From an optimization exercise on the open Yosys and OpenROAD flow, aimed at small area, a short achievable clock period and few clock cycles per item; shortcuts taken in it are not production practice. At most, simulation tests tie the RTL to the original design; equivalence was not proved. No driver is modelled on the clock port, so clock power and skew are understated where the tree is cut down; a real chip needs a root buffer or a tree. Power and IR drop assume default switching activity.

// lzss_top
module lzss_top (
    input  logic        clk,
    input  logic        reset,
    input  logic        in_valid,
    input  logic [7:0]  in_data,
    input  logic        in_last,
    output logic        in_ready,
    output logic        out_valid,
    input  logic        out_ready,
    output logic        out_is_match,
    output logic [7:0]  out_field,
    output logic [1:0]  out_len_code,
    output logic [11:0] enc_num,
    output logic        finish
);
    lzss_pkg::codeword_t  out_codeword;
    lzss_encoder u_enc (
        .clk          (clk),
        .reset        (reset),
        .in_valid     (in_valid),
        .in_data      (in_data),
        .in_last      (in_last),
        .in_ready     (in_ready),
        .out_valid    (out_valid),
        .out_ready    (out_ready),
        .out_codeword (out_codeword),
        .enc_num      (enc_num),
        .finish       (finish)
    );
    assign out_is_match = out_codeword.is_match;
    assign out_field    = out_codeword.field;
    assign out_len_code = out_codeword.len_code;
endmodule
Size in the first run: about 10000 cells after synthesis, ~3500 flip-flops, about 39 I/O pins, about 150000 sq um of cells after synthesis.
==> flow/config.mk <==
export PLATFORM = sky130hd
export DESIGN_NAME = lzss_top
export DESIGN_NICKNAME = lzss_top
export VERILOG_FILES = /design/flow/design.v
export SDC_FILE = /design/flow/constraint.sdc
export NUM_CORES = 8
export LEC_CHECK = 0
export CAP_MARGIN = 40
export CORE_MARGIN = 2
export CORE_UTILIZATION = 40
export SETUP_SLACK_MARGIN = 4.45
export SLEW_MARGIN = 20
==> flow/constraint.sdc <==
create_clock -name core_clock -period 7.0 [get_ports {clk}]
set_input_delay 1.4000 -clock core_clock [delete_from_list [all_inputs] [get_ports {clk}]]
set_output_delay 1.4000 -clock core_clock [all_outputs]
set_load 0.01 [all_outputs]
standard.sh (not shown) runs the stock make flow with config.mk's settings and CLKGATE_MAP_FILE= SYNTH_SCRIPT=/design/flow/synth_recipe.tcl, a recipe that flattens the netlist after the stock synthesis.
==> flow/flow/run.sh <==
#!/bin/bash
# The standard layout, except in the cts step: flow/mycts.tcl, sourced there
# through ORFS's PRE_CTS_TCL hook, stands in for the clock_tree_synthesis
# command. It builds a three-level clock tree of clkbuf_16 over recursive
# bisection clusters of the flip-flops, and rebuilds the buffer tree of the
# history's advance enable the same way (flow/myfanout.tcl). Before that it
# moves each register that drives an output port next to the port's buffer
# (flow/pullout.tcl). The rest of the
# cts step (legalisation, timing repair) and all other steps are unchanged.
set -o pipefail
export PRE_CTS_TCL="$PWD/flow/mycts.tcl"
export MYCTS_LEAF=20
export MYCTS_MID=4
bash standard.sh finish > standard.log 2>&1
Other scripts of this flow, unchanged in this note and not shown: flow/flow/mycts.tcl, flow/flow/myfanout.tcl, flow/flow/pullout.tcl
The baseline completed with no timing, DRC or antenna violations.
Change:
- SETUP_SLACK_MARGIN: 4.45 -> 4.4
Effect: Critical path depth grows by 7. Total power went down by 1.3%. Setup slack gets worse by 0.0069 ns. Final area shrinks by 0.90%. Via count drops by 0.57%. Sequential cell count stays the same. Core utilization goes down by 0.41 points. Global-route usage falls by 0.19 points. Register-to-register slack is worse by 0.04 ns.
No run of this note included a check of the RTL's function; only the layout flow was run. In every run of this note, the design's own scripts or RTL, not TritonCTS, make the clock network.

---

## main
Another version of the RTL of lzss_top (not shown whole).
Size in the first run: ~10,000 cells after synthesis, about 150,000 um^2 of cells after synthesis.
==> flow/config.mk <==
export PLATFORM = sky130hd
export DESIGN_NAME = lzss_top
export DESIGN_NICKNAME = lzss_top
export VERILOG_FILES = /design/flow/design.v
export SDC_FILE = /design/flow/constraint.sdc
export NUM_CORES = 8
export LEC_CHECK = 0
export CAP_MARGIN = 40
export CORE_MARGIN = 2
export CORE_UTILIZATION = 50
export SETUP_SLACK_MARGIN = 4.4
export SLEW_MARGIN = 20
==> flow/constraint.sdc <==
create_clock -name core_clock -period 7.0 [get_ports {clk}]
set_input_delay 1.4000 -clock core_clock [delete_from_list [all_inputs] [get_ports {clk}]]
set_output_delay 1.4000 -clock core_clock [all_outputs]
set_load 0.01 [all_outputs]
Scripts as last shown in full above: flow/flow/run.sh
Other scripts of this flow, unchanged in this note and not shown: flow/flow/mycts.tcl, flow/flow/myfanout.tcl, flow/flow/pullout.tcl
Testbench counts of main, summed over its fixed seeds: cycles 8,778, bytes 8,594.
Edits applied to the flow inputs when going from main to the feature branch:
Settings: changing CORE_UTILIZATION from 50 to 40; changing SETUP_SLACK_MARGIN from 4.4 to 4.5; setting GPL_TIMING_DRIVEN to 0 for the first time.
Results
- On power in the clock group, main tracks the feature branch almost exactly.
- The feature branch: flow completed, timing, DRC and antenna clean
- Looking at initial core utilization, the feature branch sits below main.
- Going from main to the feature branch, all-layer global routing usage went up 0.41 points; via count of the first global-routing pass higher; routed metal-1 wire length went up; wire length reported by the detailed router moved up; post-synthesis net count now sits at about the same level.
- Measured against each other, main and the feature branch differ in time the final worst path needs with I/O delays and setup, the higher figure coming from the feature branch.
- Summary of the feature branch over main: length of the first detailed-routing pass in iterations moved up; core utilization saw a decrease.
- Between the feature branch and main, it is the feature branch whose sequential share of layout area is lower, by 4.7 points.
No run of this note takes its clock network from TritonCTS; it comes from the design's own scripts or RTL.

---

Setup of run A:
Starting RTL as in the previous note.
==> flow/config.mk <==
export PLATFORM = sky130hd
export DESIGN_NAME = lzss_top
export DESIGN_NICKNAME = lzss_top
export VERILOG_FILES = /design/flow/design.v
export SDC_FILE = /design/flow/constraint.sdc
export NUM_CORES = 8
export LEC_CHECK = 0
export CAP_MARGIN = 40
export CORE_MARGIN = 2
export CORE_UTILIZATION = 40
export SETUP_SLACK_MARGIN = 4.4
export SLEW_MARGIN = 20
==> flow/constraint.sdc <==
create_clock -name core_clock -period 7.0 [get_ports {clk}]
set_input_delay 1.4000 -clock core_clock [delete_from_list [all_inputs] [get_ports {clk}]]
set_output_delay 1.4000 -clock core_clock [all_outputs]
set_load 0.01 [all_outputs]
==> flow/flow/mycts.tcl <==
# Clock tree built here in place of TritonCTS: the sinks are split recursively
# (alternating on the longer side, by count) into leaf clusters of at most
# MYCTS_LEAF sinks; each leaf cluster gets a clkbuf_16 at its centroid, each
# group of leaves at split depth MYCTS_MID a middle clkbuf_16, and each of
# the 4 groups at split depth 2 a root clkbuf_16 driven by the clock port.
# The buffer tree of the history's advance enable is rebuilt the same way.
# Before that, each register driving an output port's buffer is moved next to
# the buffer (pullout.tcl); the cts step's legalisation then places it.

proc mycts_centroid {items} {
  set sx 0; set sy 0
  foreach it $items { set sx [expr {$sx + [lindex $it 1]}]; set sy [expr {$sy + [lindex $it 2]}] }
  set n [llength $items]
  return [list [expr {$sx / $n}] [expr {$sy / $n}]]
}

# items: {name x y ...}; k: leaves wanted; returns list of {path items}
proc mycts_split {items k path} {
  if {$k <= 1} { return [list [list $path $items]] }
  set xs {}; set ys {}
  foreach it $items { lappend xs [lindex $it 1]; lappend ys [lindex $it 2] }
  set xs [lsort -integer $xs]; set ys [lsort -integer $ys]
  set ax [expr {([lindex $xs end] - [lindex $xs 0]) >= ([lindex $ys end] - [lindex $ys 0]) ? 1 : 2}]
  set items [lsort -integer -index $ax $items]
  set k1 [expr {$k / 2}]
  set k2 [expr {$k - $k1}]
  set n [llength $items]
  set n1 [expr {int(round(double($n) * $k1 / $k))}]
  set a [lrange $items 0 [expr {$n1 - 1}]]
  set b [lrange $items $n1 end]
  return [concat [mycts_split $a $k1 ${path}0] [mycts_split $b $k2 ${path}1]]
}

proc mycts_build {} {
  set block [ord::get_db_block]
  set db [ord::get_db]
  set master [$db findMaster sky130_fd_sc_hd__clkbuf_16]
  set leafmax [expr {[info exists ::env(MYCTS_LEAF)] ? $::env(MYCTS_LEAF) : 24}]
  set middepth [expr {[info exists ::env(MYCTS_MID)] ? $::env(MYCTS_MID) : 4}]
  set src [lindex [get_property [lindex [all_clocks] 0] sources] 0]
  set clknet [[$block findBTerm [get_name $src]] getNet]
  set sinks {}
  foreach it [$clknet getITerms] {
    set inst [$it getInst]
    set bb [$inst getBBox]
    lappend sinks [list $it [expr {([$bb xMin] + [$bb xMax]) / 2}] [expr {([$bb yMin] + [$bb yMax]) / 2}]]
  }
  set n [llength $sinks]
  set k [expr {($n + $leafmax - 1) / $leafmax}]
  # whole groups below the root and middle levels
  set p 1
  while {$p < $k} { set p [expr {$p * 2}] }
  set leaves [mycts_split $sinks $k ""]
  puts "mycts: $n sinks, [llength $leaves] leaf clusters"
  set nb 0
  array set kids {}
  foreach leaf $leaves {
    lassign $leaf path items
    lassign [mycts_centroid $items] x y
    set b [odb::dbInst_create $block $master "clkbuf_leaf_$path"]
    $b setLocation $x $y
    $b setPlacementStatus PLACED
    set net [odb::dbNet_create $block "clknet_leaf_$path"]
    $net setSigType CLOCK
    [$b findITerm X] connect $net
    foreach it $items {
      set iterm [lindex $it 0]
      $iterm disconnect
      $iterm connect $net
    }
    incr nb
    set up [string range $path 0 [expr {$middepth - 1}]]
    lappend kids(m$up) [list $b $x $y]
  }
  foreach key [lsort [array names kids m*]] {
    set up [string range $key 1 end]
    lassign [mycts_centroid $kids($key)] x y
    set b [odb::dbInst_create $block $master "clkbuf_mid_$up"]
    $b setLocation $x $y
    $b setPlacementStatus PLACED
    set net [odb::dbNet_create $block "clknet_mid_$up"]
    $net setSigType CLOCK
    [$b findITerm X] connect $net
    foreach c $kids($key) { [[lindex $c 0] findITerm A] connect $net }
    incr nb
    lappend kids(r[string range $up 0 1]) [list $b $x $y]
  }
  foreach key [lsort [array names kids r*]] {
    set up [string range $key 1 end]
    lassign [mycts_centroid $kids($key)] x y
    set b [odb::dbInst_create $block $master "clkbuf_root_$up"]
    $b setLocation $x $y
    $b setPlacementStatus PLACED
    set net [odb::dbNet_create $block "clknet_root_$up"]
    $net setSigType CLOCK
    [$b findITerm X] connect $net
    foreach c $kids($key) { [[lindex $c 0] findITerm A] connect $net }
    [$b findITerm A] connect $clknet
    incr nb
  }
  $clknet setSigType CLOCK
  puts "mycts: inserted $nb clock buffers"
  set_propagated_clock [all_clocks]
}

if {[info commands clock_tree_synthesis] ne ""} {
  rename clock_tree_synthesis mycts_tritoncts
}
source [file join [file dirname [info script]] myfanout.tcl]
source [file join [file dirname [info script]] pullout.tcl]

proc clock_tree_synthesis {args} {
  # Registers that drive output ports sit next to their port buffers
  pull_out_regs
  mycts_build
  # The history's advance enable reaches every history and slot register
  set pin [lindex [get_pins -hierarchical {u_enc.u_history.hist*/DE}] 0]
  if {$pin ne ""} {
    set net [[ord::get_db_block] findNet [get_full_name [get_nets -of_objects $pin]]]
    mft_rebuild $net adv 24 8 4
  }
}
Scripts as last shown in full above: flow/flow/run.sh
Other scripts of this flow, unchanged in this note and not shown: flow/flow/myfanout.tcl, flow/flow/pullout.tcl
Testbench counts of run A, summed over its fixed seeds: cycles 8,778, bytes 8,594.
Input changes introduced in run B (baseline for comparison: run A):
- setting TNS_END_PERCENT to 10 for the first time
==> notes.md <==
Run B -> run A: flip-flop and latch count delta 0, exact match
The estimated power of run B ends up lower than the estimate for run A.
Per the comparison of run B with run A, wire length now sits lower, first-pass GRT wire length moved down, final core utilization about even.
Edits applied to the flow inputs when going from run B to run C:
- TNS_END_PERCENT: 10 -> unset
--- a/flow/flow/run.sh
+++ b/flow/flow/run.sh
@@ -11,4 +11,4 @@
 export PRE_CTS_TCL="$PWD/flow/mycts.tcl"
-export MYCTS_LEAF=20
-export MYCTS_MID=4
+export MYCTS_LEAF=16
+export MYCTS_MID=5
 bash standard.sh finish > standard.log 2>&1
Notes after the runs:
Run comparison: run B termination of the worst setup path in_ready; run C termination of the worst setup path u_enc.u_control.out_codeword[3]. Looking at wire length after detailed routing across both flows, run C is the weaker of the two, with run B ahead. Against run B, run C comes in 0.68 points lower on sequential share of layout area. Per the comparison of run C with run B, final critical-path required period shows an increase of 0.027 ns; number of logic stages on the critical path including buffering increased 6; combinational power comparable; switching portion of total power lower. Run C vs. run B: net count of the finished layout grew by 0.65%, power grew by about 2.3%, combinational share of power shrank by 0.5 points. The data required time at the worst endpoint in run C sits 1.78 ns above the value recorded for run B. Worst setup slack, run B and run C: higher on run B.
--- input diff run C..run D ---
- SLEW_MARGIN: 20 -> 10
- CAP_MARGIN: 40 -> 20
--- a/flow/flow/run.sh
+++ b/flow/flow/run.sh
@@ -11,4 +11,4 @@
 export PRE_CTS_TCL="$PWD/flow/mycts.tcl"
-export MYCTS_LEAF=16
-export MYCTS_MID=5
+export MYCTS_LEAF=20
+export MYCTS_MID=4
 bash standard.sh finish > standard.log 2>&1
==> comparison <==
Summary: wire length reported by the detailed router, run D better than run C. Highest net fanout along the worst path: run D vs run C down 9. [run D] maximum frequency rose 0.0015 GHz relative to run C. Worst setup slack: run D and run C compared, higher one is run D. Run C reports its type of the setup path with the least slack as flop to flop while run D reports flop to output pin. Sort run D and run C by fraction of layout cells with a size suffix above 1, descending, and run C comes first. As far as routed wire length per instance is concerned, run D and run C perform about the same. Run C → run D: leakage power fell about 1.4%; total placed instance area about even.
In every run of this note, the design's own scripts or RTL, not TritonCTS, make the clock network.

==> re-timing with driven ports <==
In the flow no input, the clock included, has a driving cell. The finished layouts below were timed again as built, in two steps.
Step 1: set_driving_cell puts a clkbuf_16 on clk and a buf_2 on each other input, an assumption about the parent block.
Step 2 moves the port delays by t, midway between the first and last clock arrival at a register: inputs arrive t later, outputs are due t later. That takes back most of the time a late clock gives input paths.
a / b / c = ideal ports / drivers / drivers and shift; a / b = the first two.
| run | shift t [ns] | setup slack, ns | worst setup path at the end | latest minus earliest clock arrival (ns) | cell pins on the clock port's net |
|---|---|---|---|---|---|
| the first run of note 1 | 0.872 | 4.339 / 4.113 / 3.598 | input to register | 0.043 / 0.044 | 4 |
| the second run of note 1 | 0.873 | 4.332 / 4.114 / 3.462 | input to register | 0.045 / 0.045 | 4 |
| main | 0.858 | 4.254 / 4.098 / 3.863 | input to register | 0.045 / 0.044 | 4 |
| the feature branch | 0.895 | 4.248 / 4.061 / 3.825 | input to register | 0.056 / 0.055 | 4 |
| run A | 0.850 | 4.304 / 4.095 / 3.858 | input to register | 0.049 / 0.048 | 4 |
| run B | 0.853 | 4.307 / 4.096 / 3.855 | input to register | 0.047 / 0.047 | 4 |
| run C | 0.861 | 4.280 / 4.096 / 3.825 | input to register | 0.054 / 0.054 | 4 |
| run D | 0.861 | 4.291 / 4.078 / 3.803 | input to register | 0.066 / 0.066 | 4 |
After both steps setup and hold are still met in every run listed. For the second run of note 1, which loses most, drivers alone change the setup slack by -0.218 ns; drivers and shift together by -0.870 ns.
